This is an optimization exercise on Yosys and OpenROAD, whose aim is small area, not a production implementation.
The RTL was checked by simulation tests, not by an equivalence proof against the original design.

==> 10-25 <==
==> flow/design.v <==
package cnn_pkg;
    localparam int unsigned K_SMALL    = 3;
    localparam int unsigned K_LARGE    = 5;
    localparam int unsigned STRIDE_ONE = 1;
    localparam int unsigned STRIDE_TWO = 2;
    function automatic logic is_legal_k(input int unsigned k);
        is_legal_k = (k == K_SMALL) || (k == K_LARGE);
    endfunction
    function automatic logic is_legal_stride(input int unsigned s);
        is_legal_stride = (s == STRIDE_ONE) || (s == STRIDE_TWO);
    endfunction
    function automatic int unsigned slot_index(input int unsigned row,
                                               input int unsigned col,
                                               input int unsigned k);
        slot_index = row * k + col;
    endfunction
    function automatic int unsigned last_aligned(input int unsigned dim,
                                                 input int unsigned k,
                                                 input int unsigned s);
        last_aligned = (k - 1) + ((dim - k) / s) * s;
    endfunction
endpackage
module row_delay #(
    parameter int unsigned DEPTH = 34,
    parameter int unsigned WIDTH = 32
) (
    input  logic             clk,
    input  logic             en,
    input  logic [WIDTH-1:0] din,
    output logic [WIDTH-1:0] dout
);
    logic [WIDTH-1:0] mem [DEPTH];
    always_ff @(posedge clk) begin
        if (en) begin
            mem[0] <= din;
            for (int unsigned i = 1; i < DEPTH; i++) begin
                mem[i] <= mem[i-1];
            end
        end
    end
    assign dout = mem[DEPTH-1];
endmodule
module window_gen_kxk #(
    parameter int unsigned DATA_WIDTH = 32,
    parameter int unsigned IMG_WIDTH  = 34,
    parameter int unsigned IMG_HEIGHT = 34,
    parameter int unsigned K          = 5,
    parameter int unsigned STRIDE     = 2
) (
    input  logic                      clk,
    input  logic                      resetn,
    input  logic                      data_valid_in,
    input  logic [DATA_WIDTH-1:0]     data_in,
    output logic [K*K*DATA_WIDTH-1:0] window_out,
    output logic                      valid_out,
    output logic                      frame_done
);
    localparam int unsigned CW = $clog2(IMG_WIDTH);
    localparam int unsigned RW = $clog2(IMG_HEIGHT);
    localparam logic [CW-1:0] COL_MAX     = CW'(IMG_WIDTH - 1);
    localparam logic [CW-1:0] COL_FIRST   = CW'(K - 1);
    localparam logic [CW-1:0] COL_LAST_AL = CW'(cnn_pkg::last_aligned(IMG_WIDTH, K, STRIDE));
    localparam logic [RW-1:0] ROW_MAX     = RW'(IMG_HEIGHT - 1);
    localparam logic [RW-1:0] ROW_FIRST   = RW'(K - 1);
    localparam logic [RW-1:0] ROW_LAST_AL = RW'(cnn_pkg::last_aligned(IMG_HEIGHT, K, STRIDE));
    localparam logic          PH_MAX      = 1'(STRIDE - 1);
    if (!cnn_pkg::is_legal_k(K)) begin : g_bad_k
        $error("window_gen_kxk: K must be 3 or 5");
    end
    if (!cnn_pkg::is_legal_stride(STRIDE)) begin : g_bad_stride
        $error("window_gen_kxk: STRIDE must be 1 or 2");
    end
    if (IMG_WIDTH < K) begin : g_bad_width
        $error("window_gen_kxk: IMG_WIDTH must be at least K");
    end
    if (IMG_HEIGHT < K) begin : g_bad_height
        $error("window_gen_kxk: IMG_HEIGHT must be at least K");
    end
    function automatic logic ph_step(input logic ph);
        ph_step = (ph == PH_MAX) ? 1'b0 : ph + 1'b1;
    endfunction
    logic                      accept;
    logic                      emit;
    logic                      frame_end;
    logic [CW-1:0]             col;
    logic [RW-1:0]             row;
    logic                      col_ph;
    logic                      row_ph;
    logic [DATA_WIDTH-1:0]     dly_in  [K-1];
    logic [DATA_WIDTH-1:0]     dly_out [K-1];
    logic [DATA_WIDTH-1:0]     row_in  [K];
    logic [DATA_WIDTH-1:0]     taps     [K][K];
    logic [DATA_WIDTH-1:0]     tap_next [K][K];
    logic [K*K*DATA_WIDTH-1:0] win_flat;
    logic                      valid_q;
    logic                      frame_done_q;
    logic [K*K*DATA_WIDTH-1:0] window_q;
    assign accept = data_valid_in;
    for (genvar i = 0; i < K - 1; i++) begin : g_row_delay
        if (i == 0) begin : g_head
            assign dly_in[i] = data_in;
        end else begin : g_link
            assign dly_in[i] = dly_out[i-1];
        end
        row_delay #(
            .DEPTH (IMG_WIDTH),
            .WIDTH (DATA_WIDTH)
        ) u_row_delay (
            .clk  (clk),
            .en   (accept),
            .din  (dly_in[i]),
            .dout (dly_out[i])
        );
    end
    for (genvar j = 0; j < K; j++) begin : g_row_in
        if (j == K - 1) begin : g_live
            assign row_in[j] = data_in;
        end else begin : g_delayed
            assign row_in[j] = dly_out[K-2-j];
        end
    end
    always_ff @(posedge clk or negedge resetn) begin
        if (!resetn) begin
            col    <= '0;
            row    <= '0;
            col_ph <= 1'b0;
            row_ph <= 1'b0;
        end else if (accept) begin
            if (col == COL_MAX) begin
                col    <= '0;
                col_ph <= 1'b0;
                if (row == ROW_MAX) begin
                    row    <= '0;
                    row_ph <= 1'b0;
                end else begin
                    row    <= row + 1'b1;
                    row_ph <= (row >= ROW_FIRST) ? ph_step(row_ph) : 1'b0;
                end
            end else begin
                col    <= col + 1'b1;
                col_ph <= (col >= COL_FIRST) ? ph_step(col_ph) : 1'b0;
            end
        end
    end
    assign emit = accept && (row >= ROW_FIRST) && (col >= COL_FIRST)
                  && (col_ph == 1'b0) && (row_ph == 1'b0);
    assign frame_end = emit && (row == ROW_LAST_AL) && (col == COL_LAST_AL);
    always_comb begin
        for (int unsigned j = 0; j < K; j++) begin
            for (int unsigned c = 0; c < K - 1; c++) begin
                tap_next[j][c] = taps[j][c+1];
            end
            tap_next[j][K-1] = row_in[j];
        end
    end
    always_comb begin
        win_flat = '0;
        for (int unsigned j = 0; j < K; j++) begin
            for (int unsigned c = 0; c < K; c++) begin
                win_flat[cnn_pkg::slot_index(j, c, K)*DATA_WIDTH +: DATA_WIDTH] = tap_next[j][c];
            end
        end
    end
    always_ff @(posedge clk or negedge resetn) begin
        if (!resetn) begin
            for (int unsigned j = 0; j < K; j++) begin
                for (int unsigned c = 0; c < K; c++) begin
                    taps[j][c] <= '0;
                end
            end
        end else if (accept) begin
            for (int unsigned j = 0; j < K; j++) begin
                for (int unsigned c = 0; c < K; c++) begin
                    taps[j][c] <= tap_next[j][c];
                end
            end
        end
    end
    always_ff @(posedge clk or negedge resetn) begin
        if (!resetn) begin
            valid_q      <= 1'b0;
            frame_done_q <= 1'b0;
            window_q     <= '0;
        end else begin
            valid_q      <= emit;
            frame_done_q <= frame_end;
            if (emit) begin
                window_q <= win_flat;
            end
        end
    end
    assign valid_out  = valid_q;
    assign frame_done = frame_done_q;
    assign window_out = window_q;
endmodule
==> flow/run.sh <==
#!/bin/bash
# synth_recipe.tcl (not shown) runs the flow's synth.tcl, then flattens the netlist and writes it again
# the make line also repeats each setting of config.mk as NAME=value (left out here)
make -C /OpenROAD-flow-scripts/flow DESIGN_CONFIG=/design/flow/config.mk WORK_HOME=/design/flow/orfs CLKGATE_MAP_FILE= SYNTH_SCRIPT=/design/flow/synth_recipe.tcl finish
==> flow/config.mk <==
export PLATFORM = sky130hd
export DESIGN_NAME = window_gen_kxk
export DESIGN_NICKNAME = window_gen_kxk
export VERILOG_FILES = /design/flow/design.v
export SDC_FILE = /design/flow/constraint.sdc
export NUM_CORES = 4
export LEC_CHECK = 0
export CAP_MARGIN = 20
export CORE_MARGIN = 2
export CORE_UTILIZATION = 40
export PLACE_DENSITY = 0.6
export SLEW_MARGIN = 20
==> flow/constraint.sdc <==
create_clock -name core_clock -period 3.0 [get_ports {clk}]
set_input_delay 0.6000 -clock core_clock [delete_from_list [all_inputs] [get_ports {clk}]]
set_output_delay 0.6000 -clock core_clock [all_outputs]
set_load 0.01 [all_outputs]
==> inputs of 02-24, as changes to 10-25 <==
==> flow/design.v (replaced) <==
package cnn_pkg;
    localparam int unsigned K_SMALL    = 3;
    localparam int unsigned K_LARGE    = 5;
    localparam int unsigned STRIDE_ONE = 1;
    localparam int unsigned STRIDE_TWO = 2;
    function automatic logic is_legal_k(input int unsigned k);
        is_legal_k = (k == K_SMALL) || (k == K_LARGE);
    endfunction
    function automatic logic is_legal_stride(input int unsigned s);
        is_legal_stride = (s == STRIDE_ONE) || (s == STRIDE_TWO);
    endfunction
    function automatic int unsigned slot_index(input int unsigned row,
                                               input int unsigned col,
                                               input int unsigned k);
        slot_index = row * k + col;
    endfunction
    function automatic int unsigned last_aligned(input int unsigned dim,
                                                 input int unsigned k,
                                                 input int unsigned s);
        last_aligned = (k - 1) + ((dim - k) / s) * s;
    endfunction
endpackage
module row_delay #(
    parameter int unsigned DEPTH = 136,
    parameter int unsigned WIDTH = 32
) (
    input  logic                   clk,
    input  logic                   en,
    input  logic [WIDTH-1:0]       din,
    output logic [DEPTH*WIDTH-1:0] q
);
    logic [WIDTH-1:0] mem [DEPTH];
    always_ff @(posedge clk) begin
        if (en) begin
            mem[0] <= din;
            for (int unsigned i = 1; i < DEPTH; i++) begin
                mem[i] <= mem[i-1];
            end
        end
    end
    for (genvar i = 0; i < DEPTH; i++) begin : g_q
        assign q[i*WIDTH +: WIDTH] = mem[i];
    end
endmodule
module window_gen_kxk #(
    parameter int unsigned DATA_WIDTH = 32,
    parameter int unsigned IMG_WIDTH  = 34,
    parameter int unsigned IMG_HEIGHT = 34,
    parameter int unsigned K          = 5,
    parameter int unsigned STRIDE     = 2
) (
    input  logic                      clk,
    input  logic                      resetn,
    input  logic                      data_valid_in,
    input  logic [DATA_WIDTH-1:0]     data_in,
    output logic [K*K*DATA_WIDTH-1:0] window_out,
    output logic                      valid_out,
    output logic                      frame_done
);
    localparam int unsigned CW = $clog2(IMG_WIDTH);
    localparam int unsigned RW = $clog2(IMG_HEIGHT);
    localparam int unsigned LAST_COL = cnn_pkg::last_aligned(IMG_WIDTH, K, STRIDE);
    localparam int unsigned LAST_ROW = cnn_pkg::last_aligned(IMG_HEIGHT, K, STRIDE);
    localparam int unsigned LINE     = LAST_COL + 1;
    localparam int unsigned DEPTH    = (K - 1) * LINE + K - 1;
    localparam logic [CW-1:0] COL_MAX     = CW'(IMG_WIDTH - 1);
    localparam logic [CW-1:0] COL_FIRST   = CW'(K - 1);
    localparam logic [CW-1:0] COL_LAST_AL = CW'(LAST_COL);
    localparam logic [RW-1:0] ROW_MAX     = RW'(IMG_HEIGHT - 1);
    localparam logic [RW-1:0] ROW_FIRST   = RW'(K - 1);
    localparam logic [RW-1:0] ROW_LAST_AL = RW'(LAST_ROW);
    if (!cnn_pkg::is_legal_k(K)) begin : g_bad_k
        $error("window_gen_kxk: K must be 3 or 5");
    end
    if (!cnn_pkg::is_legal_stride(STRIDE)) begin : g_bad_stride
        $error("window_gen_kxk: STRIDE must be 1 or 2");
    end
    if (IMG_WIDTH < K) begin : g_bad_width
        $error("window_gen_kxk: IMG_WIDTH must be at least K");
    end
    if (IMG_HEIGHT < K) begin : g_bad_height
        $error("window_gen_kxk: IMG_HEIGHT must be at least K");
    end
    logic                      accept;
    logic                      shift;
    logic                      shift_q;
    logic [DATA_WIDTH-1:0]     pix_q;
    logic                      emit;
    logic                      frame_end;
    logic [CW-1:0]             col;
    logic [RW-1:0]             row;
    logic                      col_al;
    logic                      row_al;
    logic [DEPTH*DATA_WIDTH-1:0] chain;
    logic                      valid_q;
    logic                      frame_done_q;
    assign accept = data_valid_in;
    assign shift  = accept && (col <= COL_LAST_AL);
    always_ff @(posedge clk) begin
        pix_q <= data_in;
    end
    always_ff @(posedge clk or negedge resetn) begin
        if (!resetn) begin
            shift_q <= 1'b0;
        end else begin
            shift_q <= shift;
        end
    end
    row_delay #(
        .DEPTH (DEPTH),
        .WIDTH (DATA_WIDTH)
    ) u_chain (
        .clk (clk),
        .en  (shift_q),
        .din (pix_q),
        .q   (chain)
    );
    always_ff @(posedge clk or negedge resetn) begin
        if (!resetn) begin
            col <= '0;
            row <= '0;
        end else if (accept) begin
            if (col == COL_MAX) begin
                col <= '0;
                row <= (row == ROW_MAX) ? '0 : row + 1'b1;
            end else begin
                col <= col + 1'b1;
            end
        end
    end
    assign col_al = (col >= COL_FIRST) && (((col - COL_FIRST) % STRIDE) == 0);
    assign row_al = (row >= ROW_FIRST) && (((row - ROW_FIRST) % STRIDE) == 0);
    assign emit      = accept && col_al && row_al && (col <= COL_LAST_AL) && (row <= ROW_LAST_AL);
    assign frame_end = emit && (row == ROW_LAST_AL) && (col == COL_LAST_AL);
    for (genvar j = 0; j < K; j++) begin : g_win_row
        for (genvar i = 0; i < K; i++) begin : g_win_col
            if (j == K - 1 && i == K - 1) begin : g_newest
                assign window_out[cnn_pkg::slot_index(j, i, K)*DATA_WIDTH +: DATA_WIDTH] = pix_q;
            end else begin : g_chain
                assign window_out[cnn_pkg::slot_index(j, i, K)*DATA_WIDTH +: DATA_WIDTH] =
                    chain[((K-1-j)*LINE + (K-1-i) - 1)*DATA_WIDTH +: DATA_WIDTH];
            end
        end
    end
    always_ff @(posedge clk or negedge resetn) begin
        if (!resetn) begin
            valid_q      <= 1'b0;
            frame_done_q <= 1'b0;
        end else begin
            valid_q      <= emit;
            frame_done_q <= frame_end;
        end
    end
    assign valid_out  = valid_q;
    assign frame_done = frame_done_q;
endmodule
==> flow/flow/run.sh (new file) <==
#!/bin/bash
# The standard ORFS layout, with two changes to how it is made:
#  - ports are buffered with the smallest plain buffer (buf_1) rather than
#    the resizer's default pick;
#  - clock tree synthesis uses small clock buffers and no dummy loads.
# Everything else (synthesis, floorplan, placement, routing) is standard.sh.
set -euo pipefail
bash standard.sh \
  "BUFFER_PORTS_ARGS=-buffer_cell sky130_fd_sc_hd__buf_1" \
  "CTS_ARGS=-sink_clustering_enable -repair_clock_nets -dont_use_dummy_load -buf_list {sky130_fd_sc_hd__clkbuf_4 sky130_fd_sc_hd__clkbuf_8}" \
  finish > standard_make.log 2>&1
==> flow/standard.sh (new file) <==
#!/bin/bash
# synth_recipe.tcl (not shown) runs the flow's synth.tcl, then flattens the netlist and writes it again
# the make line also repeats each setting of config.mk as NAME=value (left out here)
make -C /OpenROAD-flow-scripts/flow DESIGN_CONFIG=/design/flow/config.mk WORK_HOME=/design/flow/orfs CLKGATE_MAP_FILE= SYNTH_SCRIPT=/design/flow/synth_recipe.tcl "${@:-finish}"
Settings changed: CORE_UTILIZATION 40 to 70, CTS_BUF_LIST set to sky130_fd_sc_hd__clkbuf_4 sky130_fd_sc_hd__clkbuf_8, PLACE_DENSITY 0.6 to 0.8.
removed: flow/run.sh
==> run summary <==
Setup slack: 10-25 is lower than 02-24 (0.30 ns). In 02-24 the final area is smaller than in 10-25, by 32%. Sequential cell count: 10-25 is higher than 02-24 (1409). Of 02-24 and 10-25, 02-24 has the higher global-route usage (gap 6.4 points). Sequential share of layout area: 02-24 is higher than 10-25 (12 points).

## what the ideal ports hide
In the flow no input, the clock included, has a driving cell. The finished layouts below were timed again as built, in two steps.
Step 1 assumes that a clkbuf_16 drives the clock port and a buf_2 every other input.
Step 2 also shifts input and output timing later by t, the mid clock arrival at the registers, as if the neighbouring blocks saw the same clock.
Three values: no drivers, after step 1, after step 2; two values: the first two.
run	t (ns)	slack for setup (ns)	worst setup path after step 2	pins driven straight from the clock port
10-25	1.101	0.229 / 0.107 / -0.645	input to register	1
02-24	1.115	0.534 / 0.438 / 0.463	input to register	1
Met with ideal ports but missed after step 2: setup timing in 10-25. For 10-25, which loses most, drivers alone change the setup slack by -0.122 ns; drivers and shift together by -0.874 ns.
